Background: an optimization exercise with open tools, aiming at small area, a short achievable clock period and few clock cycles. Do not read the settings as production practice.
Only simulation tests tie the RTL to the original design; equivalence was not proved.
Power is estimated from default activity; no workload was simulated.

==> flow/design.v <==
package lfu_pkg;
	localparam int SLOTS      = 16;
	localparam int COUNT_BITS = 16;
	localparam int PAGE_W     = 32;
	localparam int IDX_W      = 4;    
	localparam int NSLOT_W    = 5;    
	typedef struct packed {
		logic             load;         
		logic             track;        
		logic             hit_upd;      
		logic             alloc;        
		logic             flush_take;   
		logic             flush_end;    
		logic [IDX_W-1:0] idx;
	} lfu_cmd_t;
	typedef struct packed {
		logic match;        
		logic dirty_live;   
		logic pend;         
		logic out_free;     
	} lfu_sts_t;
endpackage
module lfu_page_cache_directory (
	input  logic        clk,
	input  logic        arst_n,
	input  logic        cfg_valid,
	output logic        cfg_ready,
	input  logic [4:0]  cfg_active_slots,
	input  logic        req_valid,
	output logic        req_ready,
	input  logic        req_func,
	input  logic [31:0] req_page_number,
	input  logic        req_is_write,
	output logic        res_valid,
	input  logic        res_ready,
	output logic [3:0]  res_slot,
	output logic        res_hit,
	output logic        res_fill_needed,
	output logic        res_writeback_valid,
	output logic [3:0]  res_writeback_slot,
	output logic [31:0] res_writeback_page,
	output logic        res_last
);
	localparam int S = 16;
	logic [S-1:0]  valid_q, dirty_q;
	logic [31:0]   page_q [S];
	logic [15:0]   cnt_q  [S];
	logic [S-1:0]  act_q;        
	logic          r_valid_q, r_func_q, r_wr_q;
	logic [31:0]   r_page_q;
	logic [S-1:0]  r_match_q;    
	logic          q_valid_q, q_func_q, q_wr_q;
	logic [31:0]   q_page_q;
	logic          o_valid_q;
	logic [3:0]    o_slot_q, o_wbs_q;
	logic          o_hit_q, o_fill_q, o_wbv_q, o_last_q;
	logic [31:0]   o_wbp_q;
	logic [S-1:0]  cw_q;
	logic          cw_one_q;
	logic [S-1:0]  one_q;        
	logic          sc_run_q, sc_done_q, sc_cv_q, sc_ca_q;
	logic [3:0]    sc_idx_q, sc_vic_q, sc_ci_q;
	logic [15:0]   sc_min_q, sc_cur_q;
	function automatic [S-1:0] lowest(input [S-1:0] v);
		logic [S-1:0] p;
		p = v;
		p = p | (p << 1);
		p = p | (p << 2);
		p = p | (p << 4);
		p = p | (p << 8);
		lowest = v & ~(p << 1);
	endfunction
	function automatic [3:0] enc(input [S-1:0] oh);
		enc = '0;
		for (int i = 0; i < S; i++)
			if (oh[i]) enc = enc | 4'(i);
	endfunction
	function automatic [S-1:0] act_mask(input [4:0] a);
		for (int i = 0; i < S; i++)
			act_mask[i] = (i == 0) || (a > 5'd16) || (5'(i) < a);
	endfunction
	logic [S-1:0]  match, hit_oh, free, free_oh, dl, dl_oh, one, vic_oh, tgt_oh, sel_oh;
	logic          hit, has_free, dl_any, dl_one, vic_ok;
	logic [15:0]   cnt_sel, cnt_inc;
	logic [31:0]   sel_page;
	always_comb begin
		for (int i = 0; i < S; i++) begin
			match[i] = r_match_q[i];
			free[i]  = !valid_q[i] && act_q[i];
			dl[i]    = valid_q[i] && dirty_q[i] && act_q[i];
			one[i]   = act_q[i] && one_q[i];
		end
	end
	assign hit_oh   = lowest(match);
	assign hit      = |match;
	assign free_oh  = lowest(free);
	assign has_free = |free;
	assign dl_oh    = lowest(dl);
	assign dl_any   = |dl;
	assign dl_one   = (dl & ~dl_oh) == '0;
	logic          sc_need, sc_take;
	logic [S-1:0]  ptr_oh, scv_oh;
	assign sc_need = r_valid_q && !r_func_q && !hit && !has_free && !(|one) && !sc_done_q;
	always_comb begin
		for (int i = 0; i < S; i++) begin
			ptr_oh[i] = sc_run_q && (sc_idx_q == 4'(i));
			scv_oh[i] = (sc_vic_q == 4'(i));
		end
	end
	assign sc_take = sc_cv_q && sc_ca_q && ((sc_ci_q == 4'd0) || sc_cur_q < sc_min_q);
	assign vic_oh = (|one) ? lowest(one) : scv_oh;
	assign vic_ok = (|one) || sc_done_q;
	assign tgt_oh = has_free ? free_oh : vic_oh;
	logic out_free, go, do_acc, do_fl, r_done, evict, alloc, take, r_load, from_q;
	assign out_free  = !o_valid_q || res_ready;
	assign go        = r_valid_q && out_free && (r_func_q || hit || has_free || vic_ok);
	assign do_acc    = go && !r_func_q;
	assign do_fl     = go && r_func_q;
	assign alloc     = do_acc && !hit;
	assign evict     = !hit && !has_free;
	assign r_done    = do_acc || (do_fl && (!dl_any || dl_one));
	assign req_ready = !q_valid_q;
	assign take      = req_valid && !q_valid_q;
	assign from_q    = q_valid_q;
	assign r_load    = (!r_valid_q || r_done) && (q_valid_q || take);
	assign cfg_ready = 1'b1;
	logic          n_func, n_wr;
	logic [31:0]   n_page;
	assign n_func = from_q ? q_func_q : req_func;
	assign n_wr   = from_q ? q_wr_q   : req_is_write;
	assign n_page = from_q ? q_page_q : req_page_number;
	assign sel_oh = r_func_q ? dl_oh : evict ? vic_oh : '0;
	always_comb begin
		cnt_sel  = '0;
		sel_page = '0;
		for (int i = 0; i < S; i++) begin
			cnt_sel  = cnt_sel  | (cnt_q[i]  & {16{cw_q[i] | ptr_oh[i]}});
			sel_page = sel_page | (page_q[i] & {32{sel_oh[i]}});
		end
	end
	assign cnt_inc = cw_one_q ? 16'd1 : (cnt_sel == 16'hFFFF) ? cnt_sel : cnt_sel + 16'd1;
	always_ff @(posedge clk or negedge arst_n) begin
		if (!arst_n) begin
			valid_q   <= '0;
			dirty_q   <= '0;
			act_q     <= '1;
			r_valid_q <= 1'b0;
			q_valid_q <= 1'b0;
			o_valid_q <= 1'b0;
			sc_run_q  <= 1'b0;
			sc_done_q <= 1'b0;
			sc_cv_q   <= 1'b0;
			sc_idx_q  <= '0;
			cw_q      <= '0;
			one_q     <= '0;
		end else begin
			if (cfg_valid) act_q <= act_mask(cfg_active_slots);
			if (r_load)      r_valid_q <= 1'b1;
			else if (r_done) r_valid_q <= 1'b0;
			if (take && r_valid_q && !r_done) q_valid_q <= 1'b1;
			else if (r_load)                  q_valid_q <= 1'b0;
			if (go)             o_valid_q <= 1'b1;
			else if (res_ready) o_valid_q <= 1'b0;
			cw_q <= !do_acc ? '0 : hit ? hit_oh : tgt_oh;
			if (do_acc) one_q <= hit ? (one_q & ~hit_oh) : (one_q | tgt_oh);
			if (sc_run_q && sc_idx_q == 4'd15) sc_run_q <= 1'b0;
			else if (sc_need && !sc_cv_q)      sc_run_q <= 1'b1;
			if (go)                                sc_done_q <= 1'b0;
			else if (sc_cv_q && sc_ci_q == 4'd15)  sc_done_q <= 1'b1;
			if (sc_run_q) sc_idx_q <= sc_idx_q + 4'd1;
			sc_cv_q <= sc_run_q;
			if (do_acc) begin
				if (hit) begin
					if (r_wr_q) dirty_q <= dirty_q | hit_oh;
				end else begin
					valid_q <= valid_q | tgt_oh;
					dirty_q <= r_wr_q ? (dirty_q | tgt_oh) : (dirty_q & ~tgt_oh);
				end
			end
			if (do_fl) begin
				valid_q <= valid_q & ~dl_oh;
				dirty_q <= dirty_q & ~dl_oh;
			end
		end
	end
	always_ff @(posedge clk) begin
		cw_one_q <= !hit;
		sc_cur_q <= cnt_sel;
		sc_ci_q  <= sc_idx_q;
		sc_ca_q  <= act_q[sc_idx_q];
		if (sc_take) begin
			sc_min_q <= sc_cur_q;
			sc_vic_q <= sc_ci_q;
		end
		if (take && !from_q) begin
			q_func_q <= req_func;
			q_wr_q   <= req_is_write;
			q_page_q <= req_page_number;
		end
		if (r_load) begin
			r_func_q <= n_func;
			r_wr_q   <= n_wr;
			r_page_q <= n_page;
			for (int i = 0; i < S; i++)
				r_match_q[i] <= act_q[i] && ((alloc && tgt_oh[i]) ? (r_page_q == n_page) :
					(valid_q[i] && !(do_fl && dl_oh[i]) && (page_q[i] == n_page)));
		end
		for (int i = 0; i < S; i++) begin
			if (alloc && tgt_oh[i])
				page_q[i] <= r_page_q;
			if (cw_q[i])
				cnt_q[i] <= cnt_inc;
		end
		if (go) begin
			o_slot_q <= r_func_q ? enc(dl_oh) : hit ? enc(hit_oh) : enc(tgt_oh);
			o_hit_q  <= !r_func_q && hit;
			o_fill_q <= !r_func_q && !hit && !r_wr_q;
			o_wbv_q  <= r_func_q ? dl_any : evict;
			o_wbs_q  <= enc(sel_oh);
			o_wbp_q  <= sel_page;
			o_last_q <= !r_func_q || !dl_any || dl_one;
		end
	end
	assign res_valid           = o_valid_q;
	assign res_slot            = o_slot_q;
	assign res_hit             = o_hit_q;
	assign res_fill_needed     = o_fill_q;
	assign res_writeback_valid = o_wbv_q;
	assign res_writeback_slot  = o_wbs_q;
	assign res_writeback_page  = o_wbp_q;
	assign res_last            = o_last_q;
endmodule
Settings: LEC_CHECK=0, CAP_MARGIN=20, CORE_MARGIN=2, CORE_UTILIZATION=40, SETUP_SLACK_MARGIN=4.5, SLEW_MARGIN=20; clock period 8.0 ns.
run.sh (not shown) runs the stock make flow with config.mk's settings and CLKGATE_MAP_FILE= SYNTH_SCRIPT=/design/flow/synth_recipe.tcl, a recipe that flattens the netlist after the stock synthesis.
The first run completed without violations.
Testbench counts at the start, summed over its fixed seeds: cycles 4,394.
Change:
--- a/flow/design.v
+++ b/flow/design.v
@@ -46,12 +46,14 @@
 	logic [31:0]   page_q [S];
 	logic [15:0]   cnt_q  [S];
 	logic [S-1:0]  act_q;        
 	logic          r_valid_q, r_func_q, r_wr_q;
 	logic [31:0]   r_page_q;
 	logic [S-1:0]  r_match_q;    
+	logic [S-1:0]  r_fix_q;      
+	logic          r_feq_q;      
 	logic          q_valid_q, q_func_q, q_wr_q;
 	logic [31:0]   q_page_q;
 	logic          o_valid_q;
 	logic [3:0]    o_slot_q, o_wbs_q;
 	logic          o_hit_q, o_fill_q, o_wbv_q, o_last_q;
 	logic [31:0]   o_wbp_q;
@@ -82,13 +84,14 @@
 	logic [S-1:0]  match, hit_oh, free, free_oh, dl, dl_oh, one, vic_oh, tgt_oh, sel_oh;
 	logic          hit, has_free, dl_any, dl_one, vic_ok;
 	logic [15:0]   cnt_sel, cnt_inc;
 	logic [31:0]   sel_page;
 	always_comb begin
 		for (int i = 0; i < S; i++) begin
-			match[i] = r_match_q[i];
+			match[i] = valid_q[i] && act_q[i] &&
+				(r_fix_q[i] ? r_feq_q : r_match_q[i]);
 			free[i]  = !valid_q[i] && act_q[i];
 			dl[i]    = valid_q[i] && dirty_q[i] && act_q[i];
 			one[i]   = act_q[i] && one_q[i];
 		end
 	end
 	assign hit_oh   = lowest(match);
@@ -126,13 +129,13 @@
 	assign cfg_ready = 1'b1;
 	logic          n_func, n_wr;
 	logic [31:0]   n_page;
 	assign n_func = from_q ? q_func_q : req_func;
 	assign n_wr   = from_q ? q_wr_q   : req_is_write;
 	assign n_page = from_q ? q_page_q : req_page_number;
-	assign sel_oh = r_func_q ? dl_oh : evict ? vic_oh : '0;
+	assign sel_oh = r_func_q ? dl_oh : vic_oh;
 	always_comb begin
 		cnt_sel  = '0;
 		sel_page = '0;
 		for (int i = 0; i < S; i++) begin
 			cnt_sel  = cnt_sel  | (cnt_q[i]  & {16{cw_q[i] | ptr_oh[i]}});
 			sel_page = sel_page | (page_q[i] & {32{sel_oh[i]}});
@@ -198,29 +201,29 @@
 			q_page_q <= req_page_number;
 		end
 		if (r_load) begin
 			r_func_q <= n_func;
 			r_wr_q   <= n_wr;
 			r_page_q <= n_page;
-			for (int i = 0; i < S; i++)
-				r_match_q[i] <= act_q[i] && ((alloc && tgt_oh[i]) ? (r_page_q == n_page) :
-					(valid_q[i] && !(do_fl && dl_oh[i]) && (page_q[i] == n_page)));
+			for (int i = 0; i < S; i++) r_match_q[i] <= (page_q[i] == n_page);
+			r_fix_q  <= alloc ? tgt_oh : '0;
+			r_feq_q  <= (r_page_q == n_page);
 		end
 		for (int i = 0; i < S; i++) begin
 			if (alloc && tgt_oh[i])
 				page_q[i] <= r_page_q;
 			if (cw_q[i])
 				cnt_q[i] <= cnt_inc;
 		end
 		if (go) begin
 			o_slot_q <= r_func_q ? enc(dl_oh) : hit ? enc(hit_oh) : enc(tgt_oh);
 			o_hit_q  <= !r_func_q && hit;
 			o_fill_q <= !r_func_q && !hit && !r_wr_q;
 			o_wbv_q  <= r_func_q ? dl_any : evict;
-			o_wbs_q  <= enc(sel_oh);
-			o_wbp_q  <= sel_page;
+			o_wbs_q  <= (r_func_q || evict) ? enc(sel_oh) : 4'd0;
+			o_wbp_q  <= (r_func_q || evict) ? sel_page : 32'd0;
 			o_last_q <= !r_func_q || !dl_any || dl_one;
 		end
 	end
 	assign res_valid           = o_valid_q;
 	assign res_slot            = o_slot_q;
 	assign res_hit             = o_hit_q;
What happened:
- The new run passed the timing, DRC and antenna checks
- via count drops by 6.9%
- power grows by about 23%
- sequential power goes up by 12%
- global-route usage fell by 3.2 points
- cell count drops by 6.7%
- area after synthesis goes down by 1.3%
- final area decreases by 4.2%
- count of clock-buffer cells in the layout fell by 3
- non-clock buffer count shrinks by 176
Testbench counts after the change, summed over its fixed seeds: cycles 4,394.

[afterwards: timing with drivers on the ports]
Ports are ideal in the flow. The routed layouts listed here were re-timed in OpenROAD.
Step 1: set_driving_cell puts a clkbuf_16 on clk and a buf_2 on each other input, an assumption about the parent block.
Step 2 moves the port delays by t, midway between the first and last clock arrival at a register: inputs arrive t later, outputs are due t later. That takes back most of the time a late clock gives input paths.
a / b / c = ideal ports / drivers / drivers and shift; a / b = the first two.
run | t, ns | setup WS [ns] | cell pins on the clock port's net
the first run | 0.820 | 4.335 / 4.335 / 3.562 | 1
the second run | 0.784 | 4.114 / 4.114 / 3.504 | 1
After both steps setup and hold are still met in every run listed. For the first run, which loses most, drivers alone change the setup slack by 0.000 ns; drivers and shift together by -0.773 ns.
